This is an optimization exercise on Yosys and OpenROAD, whose aim is small area, a short achievable clock period and few clock cycles per item, not a production implementation. At most, simulation tests tie the RTL to the original design; equivalence was not proved. No activity file was given, so power comes from the tool's default toggle rates.

## rev 12
// sha256_msg_sched
module sha256_msg_sched #(
  parameter int IN_W   = 8,
  parameter int ROUNDS = 64
) (
  input  logic            clk,
  input  logic            rst,
  input  logic            abort,
  input  logic [IN_W-1:0] in_data,
  input  logic            in_valid,
  output logic            in_ready,
  output logic [31:0]     w_data,
  output logic [5:0]      w_idx,
  output logic            w_valid,
  input  logic            w_ready,
  output logic            busy,
  output logic            dbg_state
);
Size: roughly 1800 cells after synthesis, ~55 I/O pins, about 0.022 mm² of cells after synthesis.
==> module sha256_msg_sched, before the edit <==
module sha256_msg_sched #(
  parameter int IN_W   = 8,
  parameter int ROUNDS = 64
) (
  input  logic            clk,
  input  logic            rst,
  input  logic            abort,
  input  logic [IN_W-1:0] in_data,
  input  logic            in_valid,
  output logic            in_ready,
  output logic [31:0]     w_data,
  output logic [5:0]      w_idx,
  output logic            w_valid,
  input  logic            w_ready,
  output logic            busy,
  output logic            dbg_state
);
  logic [31:0] r_win [16];
  logic [31:0] r_sa, r_sb;  
  logic [31:0] r_out;    
  logic [23:0] r_pk;     
  logic [1:0]  r_b;      
  logic        r_v;      
  logic        r_wp;     
  logic [5:0]  r_idxn;   
  logic [3:0]  r_ph;     
  logic        r_nrdy;   
  logic        r_busy;
  logic [5:0]  r_idx;
  logic [5:0]  w_nxt;
  logic        w_ld;
  logic [3:0]  w_d;
  logic        w_wr_now;
  logic        w_in_fire;
  logic        w_cmpl;
  logic        w_take;
  logic        w_comp;
  logic [31:0] w_word;
  logic [31:0] w_new;
  logic [1:0]  n_b;
  logic        n_v, n_wp;
  logic [5:0]  n_idx;
  logic [3:0]  n_ph;
  logic [3:0]  n_d;
  logic        n_rdy;
  function automatic logic [31:0] f_sigma0(input logic [31:0] x);
    f_sigma0 = ((x >> 7) | (x << 25)) ^ ((x >> 18) | (x << 14)) ^ (x >> 3);
  endfunction
  function automatic logic [31:0] f_sigma1(input logic [31:0] x);
    f_sigma1 = ((x >> 17) | (x << 15)) ^ ((x >> 19) | (x << 13)) ^ (x >> 10);
  endfunction
  assign r_idx      = ~r_idxn;
  assign w_nxt      = r_idx + 6'd1;
  assign w_ld       = (w_nxt[5:4] == 2'd0);           
  assign w_d        = r_idx[3:0] - r_ph;              
  assign w_wr_now   = r_wp & (w_d[1:0] == 2'd0);
  assign in_ready   = ~r_nrdy;
  assign w_valid    = r_v;
  assign dbg_state  = r_v;
  assign w_data     = r_out;
  assign w_idx      = r_idx;
  assign busy       = r_busy;
  assign w_in_fire  = in_valid & ~r_nrdy & ~abort;
  assign w_cmpl     = w_in_fire & (r_b == 2'd3);
  assign w_take     = r_v & w_ready & ~abort;
  assign w_comp     = ~w_ld & ~r_wp & (r_ph == w_nxt[3:0]) & (~r_v | w_ready) & ~abort;
  assign w_word     = {r_pk, in_data};
  assign w_new      = r_sa + r_sb;
  always_comb begin
    n_b   = r_b;
    n_v   = r_v;
    n_wp  = r_wp;
    n_idx = r_idx;
    n_ph  = r_ph + 4'd1;
    if (abort) begin
      n_b   = 2'd0;
      n_v   = 1'b0;
      n_wp  = 1'b0;
      n_idx = 6'd63;
    end else begin
      if (w_in_fire) n_b = r_b + 2'd1;
      if (w_take) n_v = 1'b0;
      if (w_wr_now) n_wp = 1'b0;
      if (w_cmpl) begin
        n_v   = 1'b1;
        n_wp  = 1'b1;
        n_idx = w_nxt;
        if (w_nxt == 6'd0) n_ph = 4'd3;
      end
      if (w_comp) begin
        n_v   = 1'b1;
        n_idx = w_nxt;
      end
    end
    n_d   = n_idx[3:0] - n_ph;
    n_rdy = (n_b != 2'd3) |
            (((n_idx == 6'd63) | ((n_idx[5:4] == 2'd0) & (n_idx[3:0] != 4'd15))) &
             ~n_v & (~n_wp | (n_d[1:0] == 2'd0)));
  end
  always_ff @(posedge clk or posedge rst) begin
    if (rst) begin
      r_b    <= 2'd0;
      r_v    <= 1'b0;
      r_wp   <= 1'b0;
      r_idxn <= 6'd0;
      r_nrdy <= 1'b0;
      r_busy <= 1'b0;
    end else begin
      r_b    <= n_b;
      r_v    <= n_v;
      r_wp   <= n_wp;
      r_idxn <= ~n_idx;
      r_nrdy <= ~n_rdy;
      r_busy <= (n_b != 2'd0) | n_v | (n_idx != 6'd63);
    end
  end
  always_ff @(posedge clk) begin
    r_ph <= n_ph;
    if (w_in_fire && r_b != 2'd3) r_pk <= {r_pk[15:0], in_data};
    if (w_cmpl)      r_out <= w_word;
    else if (w_comp) r_out <= w_new;
    for (int i = 0; i < 15; i++) r_win[i] <= r_win[i+1];
    if (r_wp && w_d == 4'd4)  r_win[3]  <= r_out;
    if (r_wp && w_d == 4'd8)  r_win[7]  <= r_out;
    if (r_wp && w_d == 4'd12) r_win[11] <= r_out;
    if (w_comp)                      r_win[15] <= w_new;
    else if (r_wp && w_d == 4'd0)    r_win[15] <= r_out;
    else                             r_win[15] <= r_win[0];
    r_sa <= f_sigma1(r_win[15]) + r_win[10];
    r_sb <= f_sigma0(r_win[2]) + r_win[1];
  end
endmodule
make LEC_CHECK=0 CAP_MARGIN=20 CORE_MARGIN=2 CORE_UTILIZATION=55 CTS_BUF_LIST=sky130_fd_sc_hd__clkbuf_8 CTS_CLUSTER_DIAMETER=45 CTS_CLUSTER_SIZE=20 SETUP_SLACK_MARGIN=1.5 SLEW_MARGIN=20 finish   # period 4.6 ns
run.sh (not shown) runs the stock make flow with config.mk's settings and CLKGATE_MAP_FILE= SYNTH_SCRIPT=/design/flow/synth_recipe.tcl, a recipe that flattens the netlist after the stock synthesis.
Rev 12 completed end to end with timing, DRC and antenna clean.
Modified inputs, rev 13 compared to rev 12
--- a/flow/design.v
+++ b/flow/design.v
@@ -25,12 +25,12 @@
   logic [5:0]  r_idxn;   
   logic [3:0]  r_ph;     
   logic        r_nrdy;   
   logic        r_busy;
+  logic [3:0]  r_we;     
+  logic        r_al;     
   logic [5:0]  r_idx;
   logic [5:0]  w_nxt;
-  logic        w_ld;
-  logic [3:0]  w_d;
   logic        w_wr_now;
   logic        w_in_fire;
   logic        w_cmpl;
   logic        w_take;
@@ -41,8 +41,9 @@
   logic        n_v, n_wp;
   logic [5:0]  n_idx;
   logic [3:0]  n_ph;
   logic [3:0]  n_d;
+  logic [5:0]  n_nxt;
   logic        n_rdy;
   function automatic logic [31:0] f_sigma0(input logic [31:0] x);
     f_sigma0 = ((x >> 7) | (x << 25)) ^ ((x >> 18) | (x << 14)) ^ (x >> 3);
   endfunction
@@ -50,11 +51,9 @@
     f_sigma1 = ((x >> 17) | (x << 15)) ^ ((x >> 19) | (x << 13)) ^ (x >> 10);
   endfunction
   assign r_idx      = ~r_idxn;
   assign w_nxt      = r_idx + 6'd1;
-  assign w_ld       = (w_nxt[5:4] == 2'd0);           
-  assign w_d        = r_idx[3:0] - r_ph;              
-  assign w_wr_now   = r_wp & (w_d[1:0] == 2'd0);
+  assign w_wr_now   = |r_we;
   assign in_ready   = ~r_nrdy;
   assign w_valid    = r_v;
   assign dbg_state  = r_v;
   assign w_data     = r_out;
@@ -62,9 +61,9 @@
   assign busy       = r_busy;
   assign w_in_fire  = in_valid & ~r_nrdy & ~abort;
   assign w_cmpl     = w_in_fire & (r_b == 2'd3);
   assign w_take     = r_v & w_ready & ~abort;
-  assign w_comp     = ~w_ld & ~r_wp & (r_ph == w_nxt[3:0]) & (~r_v | w_ready) & ~abort;
+  assign w_comp     = r_al & (~r_v | w_ready) & ~abort;
   assign w_word     = {r_pk, in_data};
   assign w_new      = r_sa + r_sb;
   always_comb begin
     n_b   = r_b;
@@ -91,12 +90,19 @@
         n_v   = 1'b1;
         n_idx = w_nxt;
       end
     end
-    n_d   = n_idx[3:0] - n_ph;
+    n_d   = n_idx[3:0] - n_ph;                        
+    n_nxt = n_idx + 6'd1;
     n_rdy = (n_b != 2'd3) |
             (((n_idx == 6'd63) | ((n_idx[5:4] == 2'd0) & (n_idx[3:0] != 4'd15))) &
              ~n_v & (~n_wp | (n_d[1:0] == 2'd0)));
+  end
+  always_ff @(posedge clk) begin
+    r_we[0] <= n_wp & (n_d == 4'd4);
+    r_we[1] <= n_wp & (n_d == 4'd8);
+    r_we[2] <= n_wp & (n_d == 4'd12);
+    r_we[3] <= n_wp & (n_d == 4'd0);
   end
   always_ff @(posedge clk or posedge rst) begin
     if (rst) begin
       r_b    <= 2'd0;
@@ -104,29 +110,31 @@
       r_wp   <= 1'b0;
       r_idxn <= 6'd0;
       r_nrdy <= 1'b0;
       r_busy <= 1'b0;
+      r_al   <= 1'b0;
     end else begin
       r_b    <= n_b;
       r_v    <= n_v;
       r_wp   <= n_wp;
       r_idxn <= ~n_idx;
       r_nrdy <= ~n_rdy;
       r_busy <= (n_b != 2'd0) | n_v | (n_idx != 6'd63);
+      r_al   <= (n_nxt[5:4] != 2'd0) & ~n_wp & (n_ph == n_nxt[3:0]);
     end
   end
   always_ff @(posedge clk) begin
     r_ph <= n_ph;
     if (w_in_fire && r_b != 2'd3) r_pk <= {r_pk[15:0], in_data};
     if (w_cmpl)      r_out <= w_word;
     else if (w_comp) r_out <= w_new;
     for (int i = 0; i < 15; i++) r_win[i] <= r_win[i+1];
-    if (r_wp && w_d == 4'd4)  r_win[3]  <= r_out;
-    if (r_wp && w_d == 4'd8)  r_win[7]  <= r_out;
-    if (r_wp && w_d == 4'd12) r_win[11] <= r_out;
-    if (w_comp)                      r_win[15] <= w_new;
-    else if (r_wp && w_d == 4'd0)    r_win[15] <= r_out;
-    else                             r_win[15] <= r_win[0];
+    if (r_we[0]) r_win[3]  <= r_out;
+    if (r_we[1]) r_win[7]  <= r_out;
+    if (r_we[2]) r_win[11] <= r_out;
+    if (w_comp)       r_win[15] <= w_new;
+    else if (r_we[3]) r_win[15] <= r_out;
+    else              r_win[15] <= r_win[0];
     r_sa <= f_sigma1(r_win[15]) + r_win[10];
     r_sb <= f_sigma0(r_win[2]) + r_win[1];
   end
 endmodule
## What came out
- Rev 13 did not stop at any stage, and its layout met the timing, DRC and antenna checks.
- Between rev 12 and rev 13, final cycle utilization of the critical path increased.
- Cell area after layout in rev 13 is 1.5% lower than in rev 12
- Global router's overall resource usage (lower): rev 13
- Cell-internal power (rev 12 / rev 13): 0.916
- Changes observed in rev 13 relative to rev 12: routed wire length moved down; delay of the slowest critical-path stage saw an increase; height of the die stayed essentially flat.
Testbench counts of rev 13, summed over its fixed seeds: cycles 21,336, blocks 192.
Only the layout flow was run in rev 12; the RTL was not checked for function there.

[afterwards: timing with drivers on the ports]
In the flow no input, the clock included, has a driving cell. The finished layouts below were timed again as built, in two steps. Step 1: set_driving_cell puts a clkbuf_16 on clk and a buf_2 on each other input, an assumption about the parent block. Step 2 also shifts input and output timing later by t, the mid clock arrival at the registers, as if the neighbouring blocks saw the same clock. Three values: ideal ports, drivers, drivers and shift; two values: the first two.
run | t (ns) | slack for setup (ns) | slew at the worst register clock pin (ns) | worst slew at a driven data input, ns | pins driven straight from the clock port
rev 12 | 0.739 | 1.427 / 1.427 / 1.142 | 0.11 / 0.11 | 0.03 | 1
rev 13 | 0.727 | 1.380 / 1.380 / 0.871 | 0.12 / 0.12 | 0.03 | 1
After both steps setup and hold are still met in every run listed. For rev 13, which loses most, drivers alone change the setup slack by 0.000 ns; drivers and shift together by -0.509 ns.
